From an optimization exercise on the open Yosys and OpenROAD flow, aimed at small area, a short achievable clock period and few clock cycles; shortcuts taken in it are not production practice.
In this exercise RTL edits were held to simulation tests only and were not proved equivalent to the original.
Power figures rest on the tool's default switching activity, not on a simulated workload.

==> design.v <==
package alu_pkg;
	typedef logic [4:0] alu_opcode_t;
	typedef struct packed {
		logic [32-1:0] hi;
		logic [32-1:0] lo;
	} alu_product_t;
	typedef struct packed {
		logic [32-1:0] remainder;  
		logic [32-1:0] quotient;
	} alu_quotient_t;
	typedef union packed {
		alu_product_t  prod;
		alu_quotient_t quot;
	} alu_wide_t;
endpackage
`timescale 1ns/10ps
module ripple_adder #(
	parameter int WIDTH = 32
) (
	input  logic [WIDTH-1:0] a,
	input  logic [WIDTH-1:0] b,
	input  logic             sub,
	output logic [WIDTH-1:0] sum
);
	logic [WIDTH-1:0] b_eff;
	logic [WIDTH-1:0] carry;
	assign b_eff = b ^ {WIDTH{sub}};
	assign carry[0] = sub;
	for (genvar i = 0; i < WIDTH; i++) begin : g_cell
		assign sum[i] = a[i] ^ b_eff[i] ^ carry[i];
		if (i < WIDTH - 1) begin : g_carry
			assign carry[i+1] = (a[i] & b_eff[i]) | (carry[i] & (a[i] ^ b_eff[i]));
		end
	end
endmodule
`timescale 1ns/10ps
module barrel_shifter (
	input  logic [32-1:0] value,
	input  logic [4:0]            amount,
	input  logic                  right,
	input  logic                  arith,
	input  logic                  rotate,
	output logic [32-1:0] result
);
	logic [32-1:0] stage [0:5];
	logic                  sign_fill;
	function automatic logic [32-1:0] reverse_bits(input logic [32-1:0] v);
		logic [32-1:0] r;
		for (int i = 0; i < 32; i++) begin
			r[i] = v[32-1-i];
		end
		reverse_bits = r;
	endfunction
	assign stage[0] = right ? value : reverse_bits(value);
	assign sign_fill = arith & right & value[32-1];
	for (genvar k = 0; k < 5; k++) begin : g_stage
		localparam int SHIFT = (32 / 2) >> k;
		logic [SHIFT-1:0] fill;
		assign fill = rotate ? stage[k][SHIFT-1:0] : {SHIFT{sign_fill}};
		assign stage[k+1] = amount[4-k] ? {fill, stage[k][32-1:SHIFT]} : stage[k];
	end
	assign result = right ? stage[5] : reverse_bits(stage[5]);
endmodule
`timescale 1ns/10ps
module booth_multiplier (
	input  logic                  clock,
	input  logic                  rst,
	input  logic                  start,
	input  logic [32-1:0] multiplicand,
	input  logic [32-1:0] multiplier,
	output logic                  busy,
	output logic                  done,
	output alu_pkg::alu_wide_t product
);
	localparam int W = 32;
	logic [W:0] acc;
	logic [W:0] mcand;
	logic [W:0] acc_sum;
	logic [W:0] acc_next;
	logic [W:0] mq;     
	logic [1:0] pair;
	logic [4:0] step;
	assign pair = mq[1:0];
	ripple_adder #(.WIDTH(W + 1)) u_add (
		.a   (acc),
		.b   (mcand),
		.sub (pair == 2'b10),
		.sum (acc_sum)
	);
	assign acc_next = (pair[1] ^ pair[0]) ? acc_sum : acc;
	always_ff @(posedge clock) begin
		if (rst) begin
			busy <= 1'b0;
			done <= 1'b0;
			step <= '0;
		end else begin
			done <= 1'b0;
			if (start && !busy) begin
				busy <= 1'b1;
				step <= '0;
			end else if (busy) begin
				step <= step + 5'd1;
				if (step == 5'd31) begin  
					busy <= 1'b0;
					done <= 1'b1;
				end
			end
		end
	end
	always_ff @(posedge clock) begin
		if (start && !busy) begin
			acc   <= '0;
			mq    <= {multiplier, 1'b0};
			mcand <= {multiplicand[W-1], multiplicand};
		end else if (busy) begin
			acc <= {acc_next[W], acc_next[W:1]};
			mq  <= {acc_next[0], mq[W:1]};
		end
	end
	always_comb begin
		product.prod.hi = acc[W-1:0];
		product.prod.lo = mq[W:1];
	end
endmodule
`timescale 1ns/10ps
module restoring_divider (
	input  logic                  clock,
	input  logic                  rst,
	input  logic                  start,
	input  logic [32-1:0] dividend,
	input  logic [32-1:0] divisor,
	output logic                  busy,
	output logic                  done,
	output alu_pkg::alu_wide_t result
);
	localparam int W = 32;
	logic [W-1:0] rem;
	logic [W-1:0] quo;          
	logic [W-1:0] dvs;          
	logic [W-1:0] dividend_q;
	logic         neg_q;
	logic         neg_r;
	logic         div_zero;
	logic [W:0]   shifted;
	logic [W:0]   diff;
	logic [4:0]   step;
	assign shifted = {rem, quo[W-1]};
	ripple_adder #(.WIDTH(W + 1)) u_trial (
		.a   (shifted),
		.b   ({1'b0, dvs}),
		.sub (1'b1),
		.sum (diff)
	);
	always_ff @(posedge clock) begin
		if (rst) begin
			busy <= 1'b0;
			done <= 1'b0;
			step <= '0;
		end else begin
			done <= 1'b0;
			if (start && !busy) begin
				busy <= 1'b1;
				step <= '0;
			end else if (busy) begin
				step <= step + 5'd1;
				if (step == 5'd31) begin
					busy <= 1'b0;
					done <= 1'b1;
				end
			end
		end
	end
	always_ff @(posedge clock) begin
		if (start && !busy) begin
			rem        <= '0;
			quo        <= dividend[W-1] ? -dividend : dividend;
			dvs        <= divisor[W-1] ? -divisor : divisor;
			dividend_q <= dividend;
			neg_q      <= dividend[W-1] ^ divisor[W-1];
			neg_r      <= dividend[W-1];  
			div_zero   <= (divisor == '0);
		end else if (busy) begin
			if (diff[W]) begin  
				rem <= shifted[W-1:0];
				quo <= {quo[W-2:0], 1'b0};
			end else begin
				rem <= diff[W-1:0];
				quo <= {quo[W-2:0], 1'b1};
			end
		end
	end
	always_comb begin
		if (div_zero) begin
			result.quot.remainder = dividend_q;
			result.quot.quotient  = '1;
		end else begin
			result.quot.remainder = neg_r ? -rem : rem;
			result.quot.quotient  = neg_q ? -quo : quo;
		end
	end
endmodule
`timescale 1ns/10ps
module alu (
	input  logic                    clock,
	input  logic                    rst,
	input  logic                    go,
	input  alu_pkg::alu_opcode_t opcode,
	input  logic [32-1:0]   a,
	input  logic [32-1:0]   b,
	output logic [2*32-1:0] z,
	output logic [32-1:0]   hi,
	output logic [32-1:0]   lo,
	output logic                    busy,
	output logic                    done
);
	logic                  accept;
	logic                  is_neg;
	logic                  is_multi;
	logic [32-1:0] add_result;
	logic [32-1:0] shift_result;
	logic [32-1:0] single_result;
	logic                  mul_busy, mul_done;
	logic                  div_busy, div_done;
	alu_pkg::alu_wide_t mul_product;
	alu_pkg::alu_wide_t div_result;
	assign busy = mul_busy | div_busy | mul_done | div_done;
	assign accept = go & ~busy;
	assign is_neg = (opcode == 5'd17);
	assign is_multi = (opcode == 5'd16) || (opcode == 5'd15);
	ripple_adder u_adder (
		.a   (is_neg ? '0 : a),
		.b   (is_neg ? a : b),
		.sub ((opcode == 5'd4) || is_neg),
		.sum (add_result)
	);
	barrel_shifter u_shifter (
		.value  (a),
		.amount (b[4:0]),
		.right  ((opcode == 5'd9) || (opcode == 5'd10) || (opcode == 5'd7)),
		.arith  (opcode == 5'd10),
		.rotate ((opcode == 5'd7) || (opcode == 5'd8)),
		.result (shift_result)
	);
	booth_multiplier u_mul (
		.clock        (clock),
		.rst          (rst),
		.start        (accept && (opcode == 5'd16)),
		.multiplicand (a),
		.multiplier   (b),
		.busy         (mul_busy),
		.done         (mul_done),
		.product      (mul_product)
	);
	restoring_divider u_div (
		.clock    (clock),
		.rst      (rst),
		.start    (accept && (opcode == 5'd15)),
		.dividend (a),
		.divisor  (b),
		.busy     (div_busy),
		.done     (div_done),
		.result   (div_result)
	);
	always_comb begin
		case (opcode)
			5'd5: single_result = a & b;
			5'd6: single_result = a | b;
			5'd18: single_result = ~a;
			5'd3, 5'd4, 5'd17: single_result = add_result;
			5'd9, 5'd10, 5'd11,
			5'd7, 5'd8: single_result = shift_result;
			default: single_result = '0;  
		endcase
	end
	always_ff @(posedge clock) begin
		if (rst) begin
			z    <= '0;
			hi   <= '0;
			lo   <= '0;
			done <= 1'b0;
		end else begin
			done <= 1'b0;
			if (mul_done) begin
				z    <= mul_product;
				hi   <= mul_product.prod.hi;
				lo   <= mul_product.prod.lo;
				done <= 1'b1;
			end else if (div_done) begin
				z    <= div_result;
				hi   <= div_result.quot.remainder;
				lo   <= div_result.quot.quotient;
				done <= 1'b1;
			end else if (accept && !is_multi) begin
				z    <= {{32{1'b0}}, single_result};  
				done <= 1'b1;
			end
		end
	end
endmodule
==> run.sh <==
#!/bin/bash
# synth_recipe.tcl (not shown) runs the flow's synth.tcl, then flattens the netlist and writes it again
# the make line also repeats each setting of config.mk as NAME=value (left out here)
make -C /OpenROAD-flow-scripts/flow DESIGN_CONFIG=/design/flow/config.mk WORK_HOME=/design/flow/orfs CLKGATE_MAP_FILE= SYNTH_SCRIPT=/design/flow/synth_recipe.tcl finish
==> config.mk <==
export PLATFORM = sky130hd
export DESIGN_NAME = alu
export DESIGN_NICKNAME = alu
export VERILOG_FILES = /design/flow/design.v
export SDC_FILE = /design/flow/constraint.sdc
export NUM_CORES = 4
export LEC_CHECK = 0
export CAP_MARGIN = 20
export CORE_MARGIN = 2
export CORE_UTILIZATION = 40
export SLEW_MARGIN = 20
==> constraint.sdc <==
create_clock -name core_clock -period 18.0 [get_ports {clock}]
set_input_delay 3.6000 -clock core_clock [delete_from_list [all_inputs] [get_ports {clock}]]
set_output_delay 3.6000 -clock core_clock [all_outputs]
set_load 0.01 [all_outputs]
==> reports/results.ini <==
[clock_tree]
post_cts_resized = 0
cts-root-buf = clkbuf_16
htree_num_levels = 2
cts.sinks = 370
worstSkewPairLatency_ns = 0.58
cts_tree = done
post_cts_buffers = 0
cts_buffers = 42
clk_pin_slew_ns = 0.06
clock_path_buffers = 3
postCtsHoldBufs = 0

[die]
coreArea_sq_um = 64600
die_w_um = 260
dieArea_sq_um = 67400
pin_count = 202
fp.dieH_um = 260
initial_core_util_pct = 40.5
rows = 93

[timing]
fin_ws_ns = 0.503
relSlewSlack_pct = 15.5
final_hold_viol_count = 0
tightest_slew_ns = 1.25
post-route-period-util_pct = 97.2
clock_skew_ns = 0.0169
setup_viol = 0
finalCriticalPeriod_ns = 17.50
fin_setup_tns_ns = 0
timing.fmax_mhz = 57.2
rsz0062_at_grt = no
hold_slack_ns = 0.444
slew_violations = 0

[layout]
layout.nets = 3255
drive_above_1_share_pct = 8.04
fillCellCount = 6153
multiInputGateArea_sq_um = 15600
finalInstanceArea_sq_um = 30100
fin_cells = 3967
post-route-util_pct = 46.7
area.growth.synth_to_final_pct = 15.3
seq_area_sq_um = 9030

[setup_path]
worstSetupEndpointType = flip-flop
slowest_delay_ns = 0.54
critical_path_arrival_ns = 17.92
worstPathMaxFanout = 85
cpMaxStageDelayCell = buf_4
cp_data_required_time_ns = 18.42
criticalPathCategory = primary input to flip-flop
start_kind = primary input
crit_path_frequent_cell = fa_1

[drt]
dr.first_iter.drc_count = 3227
drc = 0
dr.pass1.iters = 7
ant_nets = 0
vias = 25400
routedWlPerCell_um = 30.4
wl_mm = 121
vias_per_cell = 6.41

[synthesis]
yosysWarnings = 5
synth_area_leaders = edfxtp_1 (19%), dfxtp_1 (16%), fa_1 (7.1%)
synth_top_area_share_pct = 18.6
syn_area_sq_um = 26100
synth.largest_area_cell = edfxtp_1
synth_ff_type = dfxtp_1
synth_seq_cells = 370
synthesis.instances = 3041
avgSynthCellArea_sq_um = 8.59
synth_edf_count = 162
ys_types = 92
syn-num-nets = 3218
ys_seq_area_share_pct = 34.5
synth_async_sr_flop_share_pct = 0

[run]
maxCapViolations = 0

[worst_hold_path]
min-delay-path-class = flip-flop to flip-flop

[global_route]
grt_max_degree = 86
grt_pass1_wl_mm = 174
grt_pass1_vias = 24300
grt_antenna_before_repair = 5
grt_use_total_pct = 35.4
grt_overflow = 0

[pwr]
net-switching-power_mw = 0.976
cellLeakagePower_nw = 10.3
p_int_mw = 1.73
p_clk_share_pct = 31.1
p_per_area_nw_per_um2 = 89.7
pwr-share-comb_pct = 31.1
pwr-share-seq_pct = 37.7
finalPower_mw = 2.70
peakVddDrop_uv = 48.6
switching_share_pct = 36.1

[placed_design]
dp_slack_ns = 0.0716
dp_hpwl_mm = 88.1
dpl.cell_count = 3888
portBuffers = 201
gp_congestion = 1.00
placed_area_sq_um = 28800

[run_status]
outcome = complete, no violations

-- cell type report --
cell class | instances | area share [%]
Sequential cell | 370 | 30.0
Tap cell | 855 | 3.55
Multi-Input combinational cell | 2266 | 51.7
Timing Repair Buffer | 305 | 9.23
Clock buffer | 63 | 4.02
Clock inverter | 14 | 0.403
Inverter | 93 | 1.17
Antenna cell | 1 | 0.00830
-- layer usage --
metal / global-route usage [%] / part of all wire (%) / vias to the layer above
met2: 54.0 / 43 / 1473
met5: 0 / 0.0066 / -
li1: - / - / 11200
met4: 24.0 / 8.0 / 2
met1: 45.2 / 39 / 12400
met3: 7.39 / 9.5 / 340
-- placed cells by master (no fill, tap or decap), types with 15 or more instances in the layout --
master,instances
a21oi_1,220
a22oi_1,33
o211ai_1,82
inv_1,86
mux2i_1,37
a22o_1,32
o41ai_1,22
xor2_1,45
mux2_2,24
edfxtp_1,162
o221ai_1,22
nand3_1,47
nor4_1,18
buf_4,104
a21o_1,17
or4_1,19
nand2_1,384
or3_1,17
nand2b_1,24
a211oi_1,43
nor2_1,176
o21ai_0,248
and2_1,34
nor2b_1,20
clkbuf_1,15
a221oi_1,57
dfxtp_1,205
fa_1,93
nor3_1,47
clkbuf_16,44
o31ai_1,100
nand4_1,25
clkdlybuf4s50_1,196
xnor2_1,144
-- synthesized netlist by cell type (8+ instances only) --
library cell / n
mux2i_1: 37
xnor2_1: 145
buf_1: 39
a22oi_1: 33
a22o_1: 32
xor2_1: 45
o21ai_0: 249
a21o_1: 17
nand4_1: 25
nor2b_1: 20
ha_1: 12
nor4_1: 18
clkbuf_1: 248
fa_1: 93
or3_1: 17
nand2_1: 385
mux2_2: 24
dfxtp_1: 208
and3_1: 8
or2_2: 14
o31ai_1: 100
a211o_1: 13
o22ai_1: 14
a31oi_1: 12
o311ai_0: 11
a311oi_1: 9
nand3_1: 47
o211ai_1: 82
nor2_1: 179
or4_1: 19
and2_1: 35
a211oi_1: 43
nor3_1: 47
edfxtp_1: 162
o221ai_1: 22
a21oi_1: 220
buf_2: 18
o41ai_1: 22
nand2b_1: 24
o21a_1: 9
inv_1: 87
a221oi_1: 57
mux4_2: 13
-- state kept, by name (all words and copies together) (netlist names), 5 cells and up --
register and cells:
u_mul.step 5, u_div.quo 32, u_div.dividend_q 31, u_mul.mcand 32
u_div.rem 32, z 64, lo 32, hi 32
u_div.dvs 32, u_div.step 5, u_mul.mq 33, u_mul.acc 32
-- worst paths after layout --
path          startpoint             to  slack, ns  depth (start not counted)
max reg2reg  u_mul.mq[1]  u_mul.acc[30]       2.66                         37
max            opcode[1]          z[31]       0.50                         42
min reg2reg        z[63]          z[63]       0.44                          2
min                z[63]          z[63]       0.44                          2
-- worst max-delay path, delay by kind of cell --
kind,cells,cell delay [ns]
fa+ha+maj,29,11.61
compound gates,4,0.75
buf+inv,4,1.31
xor+xnor,2,0.26
simple gates,3,0.38
-- power by group through the flow --
| stage | clock network, mW | logic (mW) | registers [mW] |
|---|---|---|---|
| finish | 0.842 | 0.841 | 1.02 |
| floorplan | 0 | 0.541 | 1.01 |
| CTS | 0.848 | 0.830 | 1.02 |
| global placement | 0 | 0.808 | 1.03 |
| detailed placement | 0 | 0.827 | 1.03 |
| global route | 0.882 | 0.926 | 1.03 |
-- cells by family after synthesis --
family	after synthesis	share of synthesized area (%)
compound gates	1029	26.4
simple gates	868	15.4
buf+inv	405	6.03
flops	370	34.5
xor+xnor	190	6.37
fa+ha+maj	105	7.70
mux	74	3.57
Testbench counts, summed over its fixed seeds: cycles 12,582.

-- what the ideal ports hide --
How much do the figures lean on ideal ports? The routed layout below was timed once more, with nothing changed but the port constraints.
Step 1 (the two cells are an assumption about what drives the block):
set clk [get_ports {clock}]
set_driving_cell -lib_cell sky130_fd_sc_hd__clkbuf_16 $clk
set_driving_cell -lib_cell sky130_fd_sc_hd__buf_2 [delete_from_list [all_inputs] $clk]
Step 2, shift: input delay + t, output delay - t, t = (earliest + latest rising clock arrival at the registers) / 2. This alone moves slack from input paths to output paths.
Three values: no drivers, after step 1, after step 2; two values: the first two.
t, ns: 0.633
setup slack, ns: 0.503 / 0.533 / -0.099
worst register clock-pin slew, ns: 0.06 / 0.06
With both steps, setup timing fails in this run, where it was met with ideal ports. For this run, drivers alone change the setup slack by +0.030 ns; drivers and shift together by -0.602 ns.
